What follows belongs to an exercise in optimizing a design on an open flow for small area, a short achievable clock period and few clock cycles per item; a production flow would make more cautious choices.
Only simulation tests tie the RTL to the original design; equivalence was not proved.
Power is estimated from default activity; no workload was simulated.

==> inputs of run H <==
// fir_filter_pcm16
module fir_filter_pcm16 #(
  parameter int TAPS = 32
) (
  input  wire logic               clk,
  input  wire logic               rst_n,
  input  wire logic               in_valid,
  output logic                    in_ready,
  input  wire logic               in_command,
  input  wire logic [4:0]         in_tap_index,
  input  wire logic signed [17:0] in_coefficient,
  input  wire logic signed [15:0] in_sample,
  input  wire logic               in_start_of_stream,
  output logic                    out_valid,
  input  wire logic               out_ready,
  output logic signed [15:0]      out_sample,
  output logic                    out_saturated,
  input  wire logic               cfg_wr_en,
  input  wire logic [5:0]         cfg_wr_data
);
  localparam int NS = 3;    
  localparam int QD = 4 + NS;      
  logic              in_ready_r;
  logic [5:0]        taps_r;      
  logic [TAPS-1:0]   fill_r;      
  logic [TAPS-1:0]   cvalid_r;    
  logic [TAPS-1:0]   mask_r;      
  logic [15:0]       hist_r [TAPS];
  logic [17:0]       coef_r [TAPS];
  logic              in_acc, do_filt, do_coef, take;
  logic [TAPS-1:0]   tap_on, fill_nxt, cvalid_nxt;
  assign in_acc  = in_valid && in_ready_r;
  assign do_filt = in_acc && in_command;
  ...
Settings: LEC_CHECK=0, ABC_AREA=1, CAP_MARGIN=20, CORE_MARGIN=2, CORE_UTILIZATION=40, CTS_BUF_LIST=sky130_fd_sc_hd__clkbuf_4 sky130_fd_sc_hd__clkbuf_8, CTS_CLUSTER_DIAMETER=70, CTS_CLUSTER_SIZE=10, PLACE_DENSITY=0.6, SETUP_SLACK_MARGIN=4.0, SLEW_MARGIN=20; clock period 8.0 ns.
run.sh (not shown) runs the stock make flow with config.mk's settings and CLKGATE_MAP_FILE= SYNTH_SCRIPT=/design/flow/synth_recipe.tcl, a recipe that flattens the netlist after the stock synthesis.
==> run P: changes against run H <==
Settings changed: CTS_CLUSTER_DIAMETER 70 to 80, CTS_CLUSTER_SIZE 10 to 12, PLACE_DENSITY 0.6 to 0.5.
==> run G: changes against run H <==
--- a/flow/design.v
+++ b/flow/design.v
@@ -6040,18 +6040,18 @@
   logic [16*18-1:0] opc_r;
   always_ff @(posedge clk) begin
     for (int n = 0; n < 16; n++) begin
       logic [15:0] x;
       logic [16:0] xe;
       if (op_sel_r) begin
         x = mask_r[n+16] ? hist_r[n+16] : 16'd0;
-        opc_r[18*n +: 18] <= ~coef_r[n+16];
+        opc_r[18*n +: 18] <= coef_r[n+16];
       end else begin
         x = mask_r[n] ? hist_r[n] : 16'd0;
-        opc_r[18*n +: 18] <= ~coef_r[n];
+        opc_r[18*n +: 18] <= coef_r[n];
       end
       xe = {x, 1'b0};
       for (int j = 0; j < 8; j++) begin
         dig_r[24*n + 3*j]     <= xe[2*j+1] ^ xe[2*j];
         dig_r[24*n + 3*j + 1] <= (xe[2*j+2] & ~xe[2*j+1] & ~xe[2*j]) |
                                  (~xe[2*j+2] & xe[2*j+1] & xe[2*j]);
         dig_r[24*n + 3*j + 2] <= xe[2*j+2];
@@ -6060,15 +6060,15 @@
   end
   logic [38:0] sum_s, sum_c, acc_s_r, acc_c_r, acc_s, acc_c;
   assign acc_s = st_first_r[NS-1] ? 39'd0 : acc_s_r;
   assign acc_c = st_first_r[NS-1] ? 39'd0 : acc_c_r;
   fir_pcm_mac u_mac (
     .clk   (clk),
     .dig   (dig_r),
-    .coef  (~opc_r),
+    .coef  (opc_r),
     .acc_s (acc_s),
     .acc_c (acc_c),
     .sum_s (sum_s),
     .sum_c (sum_c)
   );
   always_ff @(posedge clk) begin
     acc_s_r <= sum_s;
Settings changed: CTS_BUF_LIST sky130_fd_sc_hd__clkbuf_4 sky130_fd_sc_hd__clkbuf_8 to not set, CTS_CLUSTER_DIAMETER 70 to not set, CTS_CLUSTER_SIZE 10 to not set, SETUP_SLACK_MARGIN 4.0 to 3.8.
==> qor summary <==
quantity	run G	run H	run P
Post-synthesis xor/xnor area fraction	12.1%	12.2%	12.2%
Post-placement worst setup slack	2960 ps	3060 ps	2660 ps
Source-to-sink clock delay at the later pin of the worst-skew pair	1040 ps	1310 ps	1260 ps
Global-route usage over all layers	41.9%	38.7%	38.9%
Largest vdd supply drop	0.194 mV	0.182 mV	0.228 mV
Routing usage on met1	53.8%	47.5%	48.9%
Nets	20,000	19,100	19,000
Net switching component of the power	10,300 uW	9380 uW	9070 uW
Number of instances in the synthesized netlist	17,600	17,000	17,000
Final period utilization	54.5%	51.7%	51.2%
Outcome	complete, no violations	complete, no violations	complete, no violations
Number of gates given a new drive strength after cts	171	416	420
Met2 Usage GRT	59.4%	55.0%	54.6%
Setup slack of the critical path after layout	3640 ps	3860 ps	3900 ps
Fraction of synthesized cell area taken by the top area cell type	26.7%	26.8%	26.8%
Area of all sequential standard cells	0.0658 mm^2	0.0661 mm^2	0.0661 mm^2
First-pass GRT wire length	1,280,000 um	1,200,000 um	1,200,000 um
Cell Area, Synth	0.184 mm^2	0.184 mm^2	0.184 mm^2
Worst Hold Slack	306 ps	327 ps	329 ps
Reg2Reg Capture Point	u_mac.r1[232]$_DFF_P_	u_mac.r1[501]$_DFF_P_	u_mac.r1[228]$_DFF_P_
First-pass iteration count of the detailed router	8	9	9
Testbench counts of run H, summed over its fixed seeds: cycles 5,271, items 2,263.
Testbench counts of run P, summed over its fixed seeds: cycles 5,271, items 2,263.
Testbench counts of run G, summed over its fixed seeds: cycles 5,271, items 2,263.

-- static timing again, ports no longer ideal --
The flow's constraints put no driver on any port. The routed layouts listed below were extracted and timed again, unchanged, in two steps.
Step 1: set_driving_cell puts a clkbuf_16 on clk and a buf_2 on each other input, an assumption about the parent block.
Step 2 also shifts input and output timing later by t, the mid clock arrival at the registers, as if the neighbouring blocks saw the same clock.
Slacks: ideal ports / drivers / drivers and shift; pairs: ideal ports / drivers.
| run | shift t [ns] | setup slack, ns | latest minus earliest clock arrival (ns) | worst register clock-pin slew, ns | pins driven straight from the clock port |
|---|---|---|---|---|---|
| run H | 1.361 | 3.865 / 3.865 / 2.962 | 0.144 / 0.144 | 0.09 / 0.09 | 1 |
| run P | 1.323 | 3.901 / 3.901 / 2.920 | 0.135 / 0.134 | 0.10 / 0.10 | 1 |
| run G | 1.135 | 3.642 / 3.642 / 2.827 | 0.071 / 0.071 | 0.08 / 0.08 | 1 |
After both steps setup and hold are still met in every run listed. For run P, which loses most, drivers alone change the setup slack by 0.000 ns; drivers and shift together by -0.981 ns.
